What follows belongs to an exercise in optimizing a design on an open flow for small area; a production flow would make more cautious choices.
Where RTL was checked, it was by simulation tests only, not by an equivalence proof against the original.
No activity file was given, so power comes from the tool's default toggle rates.

Setup of job 8335:
==> module sepr_gt, before the edit <==
module sepr_gt (
   input  logic [31:0] a_n,
   input  logic [31:0] b,
   output logic        gt
);
   logic [24:0] c;
   logic [7:0]  g, p;
   logic        gg, pp;
   assign c[0] = 1'b1;
   for (genvar i = 0; i < 24; i++) begin : g_maj
      sepr_maj u_maj (.a(b[i]), .b(a_n[i]), .c(c[i]), .y(c[i+1]));
   end
   assign g = b[31:24] & a_n[31:24];
   assign p = b[31:24] | a_n[31:24];
   always_comb begin
      gg = 1'b0;
      pp = 1'b1;
      for (int i = 0; i < 8; i++) begin
         gg = g[i] | (p[i] & gg);
         pp = pp & p[i];
      end
   end
   assign gt = ~(gg | (pp & c[24]));
endmodule
export LEC_CHECK = 0
export CAP_MARGIN = 20
export CORE_MARGIN = 2
export CORE_UTILIZATION = 65
export SLEW_MARGIN = 20
export SYNTH_HIERARCHICAL = 1
create_clock -name core_clock -period 10.0 [get_ports {core_clk}]
standard.sh (not shown) runs the stock make flow with config.mk's settings and CLKGATE_MAP_FILE= SYNTH_SCRIPT=/design/flow/synth_recipe.tcl, a recipe that flattens the netlist after the stock synthesis.
==> flow/flow/run.sh <==
#!/bin/bash
# Standard ORFS layout (the standard.sh), with each port buffered by the
# smallest buffer, and a clock tree of clkbuf_8 without dummy loads.
set -euo pipefail
export BUFFER_PORTS_ARGS="-buffer_cell sky130_fd_sc_hd__buf_1"
export CTS_ARGS="-sink_clustering_enable -repair_clock_nets -dont_use_dummy_load -buf_list sky130_fd_sc_hd__clkbuf_8"
bash standard.sh finish > standard_flow.log 2>&1
## Diff of input files: job 400 against job 8335
--- a/flow/design.v
+++ b/flow/design.v
@@ -279,11 +279,11 @@
    input  logic [31:0] b,
    output logic        gt
 );
-   logic [24:0] c;
+   logic [24:1] c;
    logic [7:0]  g, p;
    logic        gg, pp;
-   assign c[0] = 1'b1;
-   for (genvar i = 0; i < 24; i++) begin : g_maj
+   assign c[1] = b[0] | a_n[0];       
+   for (genvar i = 1; i < 24; i++) begin : g_maj
       sepr_maj u_maj (.a(b[i]), .b(a_n[i]), .c(c[i]), .y(c[i+1]));
    end
    assign g = b[31:24] & a_n[31:24];
Results
Re count of clock-net buffers in the final layout: no difference whatsoever between job 8335 and job 400. The count of mapped cells out of synthesis of job 8335 and that of job 400 are within noise of each other. Job 8335 and job 400 ended up with roughly the same portion of the post-synthesis area used by sequential elements. Compared with job 8335, in job 400 total wirelength of the detailed-routed design dropped about 1.4%, estimated wirelength of the detail-placed design lost 0.67%, delay contributed by the slowest stage of the critical path neither gained nor lost much.

========
Setup of main:
sepr_top, a different RTL version from the one above (not shown whole).
For scale: ~430 I/O pins, roughly 0.011 sq mm of cells after synthesis.
==> module sepr_xfer_calc, before the edit <==
module sepr_xfer_calc (
   input  logic              core_clk,
   input  logic              uctl_rst_n,
   input  logic              wr_addr_load,      
   input  logic              xfer_done,         
   input  logic              xfer_busy,         
   input  logic [addr_w-1:0] start_addr,
   input  logic [addr_w-1:0] end_addr,
   input  logic [addr_w-1:0] rd_ptr,
   input  logic [addr_w-1:0] rd_ptr_n,          
   input  logic [addr_w-1:0] next_rd_ptr,       
   input  logic [7:0]        lo_d,              
   input  logic [addr_w-1:0] cfg_sys_wr_addr,
   output logic [len_w-1:0]  dma_len,
   output logic [addr_w-1:0] sys_wr_addr
);
   localparam int hw = addr_w - 2;    
   localparam int k1 = 8;             
   localparam int k2 = 18;            
   localparam int ks = 18;            
   localparam logic [255:0] tab_ca = 256'hffffffffffffffff0000ffffffffffff00000000ffffffffffffffffffffffff;
   localparam logic [255:0] tab_cb = 256'h000010003100731073100000100031003100731000001000100031007310f731;
   localparam logic [255:0] tab_cc1 = 256'hf731ff73fff7fffffffff731ff73fff7fff7fffff731ff73ff73fff7ffffffff;
   localparam logic [255:0] tab_cn = 256'hffffffffffffffffffffffffffffffffffffffffffffffffffffffffffff0000;
   logic [hw-1:0] h_w, r_nw, s_w, e_nw;
   logic [1:0]    h_b, r_b, s_b, e_b;
   logic [7:0]    lo;
   logic          wrap;               
   logic          wrap_q;             
   logic          ysel;               
   logic          ca, cb, cc1, cn;    
   logic [1:0]    len_b;              
   logic [hw-1:0] sel_b, len_f;       
   logic [hw-1:0] a_s, b_ns;          
   logic          a_c1, b_c1, c_c1, a_c2, b_c2, c_c2, s_c1;
   logic          ca1_q, cb1_q, cw0_q, cw1_q, ca2_q, cb2_q, cc2_q, cs_q;
   logic [hw-1:0] sa;                 
   assign h_w  = next_rd_ptr[addr_w-1:2];
   assign r_nw = rd_ptr_n[addr_w-1:2];
   assign s_w  = start_addr[addr_w-1:2];
   assign e_nw = ~end_addr[addr_w-1:2];
   assign h_b  = next_rd_ptr[1:0];
   assign r_b  = rd_ptr[1:0];
   assign s_b  = start_addr[1:0];
   assign e_b  = end_addr[1:0];
   assign lo   = {h_b, r_b, e_b, s_b};
   always_ff @(posedge core_clk) begin
      ca  <= tab_ca[lo_d];            
      cb  <= tab_cb[lo_d];            
      cc1 <= tab_cc1[lo_d];           
      cn  <= tab_cn[lo_d];            
   end
   sepr_gt u_wrap (.a_n(rd_ptr_n), .b(next_rd_ptr), .gt(wrap));
   always_ff @(posedge core_clk) begin
      wrap_q <= wrap;
   end
   assign ysel  = ~xfer_busy | wrap_q;
   assign len_b = wrap_q ? 2'(h_b - r_b + e_b - s_b) : 2'(h_b - r_b);
   assign sel_b[k1-1:0] = ~(b_ns[k1-1:0] & {k1{ysel}});
   sepr_rca #(k1) u_a1 (.a(h_w[k1-1:0]), .b(r_nw[k1-1:0]), .ci(ca), .s(a_s[k1-1:0]), .co(a_c1));
   sepr_rca #(k1) u_b1 (.a(s_w[k1-1:0]), .b(e_nw[k1-1:0]), .ci(~cb), .s(b_ns[k1-1:0]), .co(b_c1));
   sepr_rca #(k1) u_c1 (.a(a_s[k1-1:0]), .b(sel_b[k1-1:0]), .ci(ysel ? cc1 : ~cn),
                        .s(len_f[k1-1:0]), .co(c_c1));
   assign sel_b[k2-1:k1] = ~(b_ns[k2-1:k1] & {(k2-k1){wrap_q}});
   sepr_rca #(k2-k1) u_a2 (.a(h_w[k2-1:k1]), .b(r_nw[k2-1:k1]), .ci(ca1_q),
                           .s(a_s[k2-1:k1]), .co(a_c2));
   sepr_rca #(k2-k1) u_b2 (.a(s_w[k2-1:k1]), .b(e_nw[k2-1:k1]), .ci(cb1_q),
                           .s(b_ns[k2-1:k1]), .co(b_c2));
   sepr_rca #(k2-k1) u_c2 (.a(a_s[k2-1:k1]), .b(sel_b[k2-1:k1]), .ci(wrap_q ? cw1_q : cw0_q),
                           .s(len_f[k2-1:k1]), .co(c_c2));
   assign sel_b[hw-1:k2] = ~(b_ns[hw-1:k2] & {(hw-k2){wrap_q}});
   sepr_rca #(hw-k2) u_a3 (.a(h_w[hw-1:k2]), .b(r_nw[hw-1:k2]), .ci(ca2_q),
                           .s(a_s[hw-1:k2]), .co());
   sepr_rca #(hw-k2) u_b3 (.a(s_w[hw-1:k2]), .b(e_nw[hw-1:k2]), .ci(cb2_q),
                           .s(b_ns[hw-1:k2]), .co());
   sepr_rca #(hw-k2) u_c3 (.a(a_s[hw-1:k2]), .b(sel_b[hw-1:k2]), .ci(cc2_q),
                           .s(len_f[hw-1:k2]), .co());
   assign dma_len = {len_f[len_w-3:0], len_b};
   sepr_rca #(ks) u_s1 (.a(sys_wr_addr[ks+1:2]), .b(len_f[ks-1:0]), .ci(|len_b),
                        .s(sa[ks-1:0]), .co(s_c1));
   sepr_rca #(hw-ks) u_s2 (.a(sys_wr_addr[addr_w-1:ks+2]), .b(len_f[hw-1:ks]), .ci(cs_q),
                           .s(sa[hw-1:ks]), .co());
   always_ff @(posedge core_clk) begin
      ca1_q <= a_c1;
      cb1_q <= b_c1;
      cw1_q <= c_c1;
      cw0_q <= ~cn | (|a_s[k1-1:0]);
      ca2_q <= a_c2;
      cb2_q <= b_c2;
      cc2_q <= c_c2;
      cs_q  <= s_c1;
   end
   logic              sys_keep, sys_step;
   logic [addr_w-1:0] sys_d;
   assign sys_step = ~wr_addr_load & xfer_done;
   assign sys_keep = ~wr_addr_load & ~xfer_done;
   for (genvar i = 0; i < 2; i++) begin : g_sys_b
      sepr_ao22  u_b (.a1(wr_addr_load), .a2(cfg_sys_wr_addr[i]), .b1(~wr_addr_load),
                      .b2(sys_wr_addr[i]), .y(sys_d[i]));
   end
   for (genvar i = 2; i < addr_w; i++) begin : g_sys_w
      sepr_ao222 u_w (.a1(wr_addr_load), .a2(cfg_sys_wr_addr[i]), .b1(sys_step), .b2(sa[i-2]),
                      .c1(sys_keep), .c2(sys_wr_addr[i]), .y(sys_d[i]));
   end
   always_ff @(posedge core_clk or negedge uctl_rst_n) begin
      if (!uctl_rst_n) begin
         sys_wr_addr <= '0;
      end else begin
         sys_wr_addr <= sys_d;
      end
   end
endmodule
clock: 10.0 ns
lec_check: 0
cap_margin: 20
core_margin: 2
core_utilization: 58
slew_margin: 20
synth_hierarchical: 1
Scripts as last shown in full above: flow/flow/run.sh
Here is what was changed in the inputs of the feature branch compared with main.
--- a/flow/design.v
+++ b/flow/design.v
@@ -166,14 +166,14 @@
 );
    localparam int hw = addr_w - 2;    
    localparam int k1 = 8;             
    localparam int k2 = 18;            
    localparam int ks = 18;            
-   localparam logic [255:0] tab_ca = 256'hffffffffffffffff0000ffffffffffff00000000ffffffffffffffffffffffff;
-   localparam logic [255:0] tab_cb = 256'h000010003100731073100000100031003100731000001000100031007310f731;
-   localparam logic [255:0] tab_cc1 = 256'hf731ff73fff7fffffffff731ff73fff7fff7fffff731ff73ff73fff7ffffffff;
-   localparam logic [255:0] tab_cn = 256'hffffffffffffffffffffffffffffffffffffffffffffffffffffffffffff0000;
+   localparam logic [255:0] tab_ca = 256'hffffffffffffffff0000ffffffffffff00000000ffffffff100031007310ffff;
+   localparam logic [255:0] tab_cb = 256'hf731ff73fff7fffffffff731ff73fff7fff7fffff731ff73ffffffffffffffff;
+   localparam logic [255:0] tab_cc1 = 256'h000010003100731073100000100031003100731000001000ff73fff7fffff731;
+   localparam logic [255:0] tab_cn = 256'hffffffffffffffffffffffffffffffffffffffffffffffff1000310073100000;
    logic [hw-1:0] h_w, r_nw, s_w, e_nw;
    logic [1:0]    h_b, r_b, s_b, e_b;
    logic [7:0]    lo;
    logic          wrap;               
    logic          wrap_q;             
--- outcome ---
For count of placed standard cells including taps, the feature branch and main come out practically identical.
From main to the feature branch the numbers moved as follows: number of multi-input logic gates barely changed, worst clock skew on the final layout barely changed, number of distinct library cells after synthesis climbed 6.
Taking main as the reference, in the feature branch worst setup slack after layout +0.098 ns; wire length of the first global-routing pass +about 0.7%; arithmetic-cell share of the synthesized area counting full adders, half adders and majority gates ~0 delta.
The total wire length reported for the feature branch is greater than that of main by 0.96%.
main has lower total power than the feature branch.
On die area, the feature branch and main are neck and neck.
Global-route usage: the feature branch and main compared, lower one is main
Between the feature branch and main, the internal portion of total power figures differ only marginally.
The RTL of main was laid out without a check of its function.

-- port drivers added, routing unchanged --
The flow's constraints put no driver on any port. The routed layouts listed below were extracted and timed again, unchanged, in two steps.
Step 1 assumes that a clkbuf_16 drives the clock port and a buf_2 every other input.
Step 2 times the ports against the registers' clock, not the clock port: input delays grow and output delays shrink by t, the midpoint of the rising clock arrivals with the driver on.
Slacks: ideal / step 1 / step 2; pairs: ideal / step 1.
| run | t, ns | setup WS [ns] | worst setup path at the end | latest minus earliest clock arrival (ns) |
|---|---|---|---|---|
| job 8335 | 0.504 | 0.203 / 0.203 / 0.203 | register to register | 0.028 / 0.027 |
| job 400 | 0.513 | 0.276 / 0.276 / 0.276 | register to register | 0.044 / 0.044 |
| main | 0.497 | 0.237 / 0.237 / 0.237 | register to register | 0.038 / 0.038 |
| the feature branch | 0.492 | 0.335 / 0.335 / 0.335 | register to register | 0.037 / 0.037 |
After both steps every run listed still meets setup and hold.
